From an optimization exercise on the open Yosys and OpenROAD flow, aimed at small area, a short achievable clock period and few clock cycles; shortcuts taken in it are not production practice.
Function was checked by simulation only, so behaviour that the tests miss may differ from the original.

## run a
## cosinos_core
module cosinos_core (
  input  logic            clk,
  input  logic            rst,
  input  logic            start,
  input  logic [cosinos_pkg::X_W-1:0]  x,
  input  logic [cosinos_pkg::Y_W-1:0]  y,
  output logic [1:0]      intpart,
  output logic [7:0]      fracpart,
  output logic            done
);
  logic       busy;     
  logic       have;     
  logic       pha;      
  logic [2:0] n;        
  logic       stop_m;
  logic       pstop;
  logic       pzero;
  logic       last;
  logic       fin;      
  logic [9:0] res;
  assign last = stop_m | pstop | (n == 3'd0);
  cosinos_datapath u_dp (
    .clk    (clk),
    .start  (start),
    .pha    (pha),
    .add    (busy & pha & ~stop_m),
    .x      (x),
    .y      (y),
    .n      (n),
    .stop_m (stop_m),
    .pstop  (pstop),
    .pzero  (pzero),
    .res    (res)
  );
  assign fin      = pha ? last : pzero;
  assign done     = have | (busy & fin);
  assign intpart  = res[9:8];
  assign fracpart = res[7:0];
  always_ff @(posedge clk) begin
    if (rst) begin
      busy <= 1'b0;
      have <= 1'b0;
    end else if (start) begin
      busy <= 1'b1;
      have <= 1'b0;
    end else if (busy && fin) begin
      busy <= 1'b0;
      have <= 1'b1;
    end
  end
  always_ff @(posedge clk) begin
    if (start) begin
      pha <= 1'b1;
      n   <= 3'd1;
    end else begin
      pha <= ~pha;
      if (!pha) n <= n + 3'd1;
    end
  end
endmodule
clock: 11.0 ns
lec_check: 0
cap_margin: 20
core_margin: 2
core_utilization: 40
setup_slack_margin: 5
slew_margin: 20
synth_hierarchical: 1
run.sh (not shown) runs the stock make flow with config.mk's settings and CLKGATE_MAP_FILE= SYNTH_SCRIPT=/design/flow/synth_recipe.tcl, a recipe that flattens the netlist after the stock synthesis.
Testbench counts of run a, summed over its fixed seeds: cycles 14,374.
[inputs] run b vs run a
--- a/flow/design.v
+++ b/flow/design.v
@@ -27,24 +27,23 @@
   logic [10:0]        sel_one, sel_two, sel_neg;
   logic               en_r;
   logic [6:0]         my_r;      
   logic [8:0]         xw_r;      
   logic               pst_r;
   logic [19:0]        x2_in, sq_s, sq_c;
   logic [10:0]        xi_one, xi_two, xi_neg;    
   logic [10:0]        xr_one, xr_two, xr_neg;    
   logic [22:0]        bi, br;
   logic signed [11:0] thr, thrw;
   logic [10:0]        r_one, r_two, r_neg;
-  logic [39:0]        a_s, a_c;
-  logic [23:0]        a_sum;
+  logic [39:0]        a_s, a_c, a_sum;
   logic [8:0]         mlog, xlog, ylog;
   logic [23:0]        mabs, magm;
   logic [7:0]         ym1, pmax;
   logic signed [11:0] kb, kw;
   logic               pst_in, pst0;
   always_comb begin
     case (n)
       3'd1: begin r_one = 11'b00001111111; r_two = 11'b00000000000; r_neg = 11'b00000000000; end
       3'd2: begin r_one = 11'b00001010101; r_two = 11'b00000101010; r_neg = 11'b00000101010; end
       3'd3: begin r_one = 11'b00000110110; r_two = 11'b00000001001; r_neg = 11'b00000001001; end
       3'd4: begin r_one = 11'b00000111000; r_two = 11'b00000000110; r_neg = 11'b00000011010; end
@@ -1459,23 +1458,23 @@
   cosinos_fa u_w737 (.a(w574), .b(w661), .c(w660), .s(w737), .co(w738));
   cosinos_fa u_w739 (.a(w581), .b(w663), .c(w662), .s(w739), .co(w740));
   cosinos_fa u_w741 (.a(w582), .b(w664), .c(w665), .s(w741), .co(w742));
   cosinos_fa u_w743 (.a(w589), .b(w667), .c(w666), .s(w743), .co(w744));
   cosinos_fa u_w745 (.a(w590), .b(w668), .c(w669), .s(w745), .co(w746));
   cosinos_fa u_w747 (.a(w594), .b(w671), .c(w670), .s(w747), .co(w748));
   cosinos_fa u_w749 (.a(w598), .b(w673), .c(w672), .s(w749), .co(w750));
   cosinos_fa u_w751 (.a(w603), .b(w675), .c(w674), .s(w751), .co(w752));
   cosinos_fa u_w753 (.a(w604), .b(w677), .c(w676), .s(w753), .co(w754));
   assign a_s = {w753, w751, w749, w747, w745, w743, w741, w739, w737, w735, w733, w731, w729, w727, w725, w723, w721, w719, w717, w715, w713, w711, w709, w707, w705, w703, w701, w699, w697, w695, w693, w691, w689, w687, w685, w683, w681, w679, w2, w1};
   assign a_c = {w752, w750, w748, w746, w744, w742, w740, w738, w736, w734, w732, w730, w728, w726, w724, w722, w720, w718, w716, w714, w712, w710, w708, w706, w704, w702, w700, w698, w696, w694, w692, w690, w688, w686, w684, w682, w680, sel_neg[1], 1'b0, sel_neg[0]};
-  cosinos_cpa u_cpa (.a(a_s), .b(a_c), .q(a_sum));
+  assign a_sum = a_s + a_c;
   assign w755 = x[0] & x[1];
   assign w756 = x[0] & x[2];
   assign w757 = x[0] & x[3];
   assign w758 = x[0] & x[4];
   assign w759 = x[0] & x[5];
   assign w760 = x[0] & x[6];
   assign w761 = x[0] & x[7];
   assign w762 = x[0] & x[8];
   assign w763 = x[0] & x[9];
   assign w764 = x[1] & x[2];
   assign w765 = x[1] & x[3];
@@ -1592,23 +1591,23 @@
       xw_r   <= {xlog[7:0], 1'b0} + 9'd2;
       y_r    <= y;
       x2_r   <= x2_in;
     end
   end
   always_ff @(posedge clk) begin
     if (start)    pst_r <= pst0 & (y != 8'd0);
     else if (!pha) pst_r <= pst_in;
   end
   always_ff @(posedge clk) begin
     if (start) m <= {5'd0, x2_in[19:1]};
-    else       m <= a_sum;
+    else       m <= a_sum[39:16];
   end
   always_ff @(posedge clk) begin
     if (start)    sum <= 18'h10000;
     else if (add) sum <= diff;
   end
 endmodule
 module cosinos_log2 #(
   parameter int W = 21
 ) (
   input  logic [W-1:0] v,
   output logic [8:0]   l
@@ -1635,31 +1634,22 @@
   assign co = (a & b) | (a & c) | (b & c);
 endmodule
 module cosinos_ha (
   input  logic a,
   input  logic b,
   output logic s,
   output logic co
 );
   assign s  = a ^ b;
   assign co = a & b;
 endmodule
-module cosinos_cpa (
-  input  logic [39:0] a,
-  input  logic [39:0] b,
-  output logic [23:0] q
-);
-  logic [39:0] s;
-  assign s = a + b;
-  assign q = s[39:16];
-endmodule
 module cosinos_core (
   input  logic            clk,
   input  logic            rst,
   input  logic            start,
   input  logic [cosinos_pkg::X_W-1:0]  x,
   input  logic [cosinos_pkg::Y_W-1:0]  y,
   output logic [1:0]      intpart,
   output logic [7:0]      fracpart,
   output logic            done
 );
   logic       busy;     
### Flow results
Between run a and run b, the mapped cell area is higher for run a.
From run a to run b the numbers moved as follows: synthesized cell count dropped about 4%; maximum cell stage delay along the critical path climbed 0.02 ns; area fraction in and, or, nand and nor cells after synthesis dropped 0.54 points.
Maximum clock skew at final layout across run a and run b: no real change.
Testbench counts of run b, summed over its fixed seeds: cycles 14,374.

## what the ideal ports hide
The flow's constraints put no driver on any port. The routed layouts listed below were extracted and timed again, unchanged, in two steps.
Step 1 assumes that a clkbuf_16 drives the clock port and a buf_2 every other input.
Step 2 moves the port delays by t, midway between the first and last clock arrival at a register: inputs arrive t later, outputs are due t later. That takes back most of the time a late clock gives input paths.
a / b / c = no drivers / after step 1 / after step 2; a / b = the first two.
| run | t (ns) | setup slack, ns | worst hold slack (ns) |
|---|---|---|---|
| run a | 0.480 | 5.079 / 5.079 / 4.733 | 0.465 / 0.465 / 0.465 |
| run b | 0.475 | 4.973 / 4.973 / 4.767 | 0.461 / 0.461 / 0.461 |
After both steps setup and hold are still met in every run listed. The setup slack of run a, which loses most, moves by 0.000 ns with the drivers and by -0.346 ns with both steps.
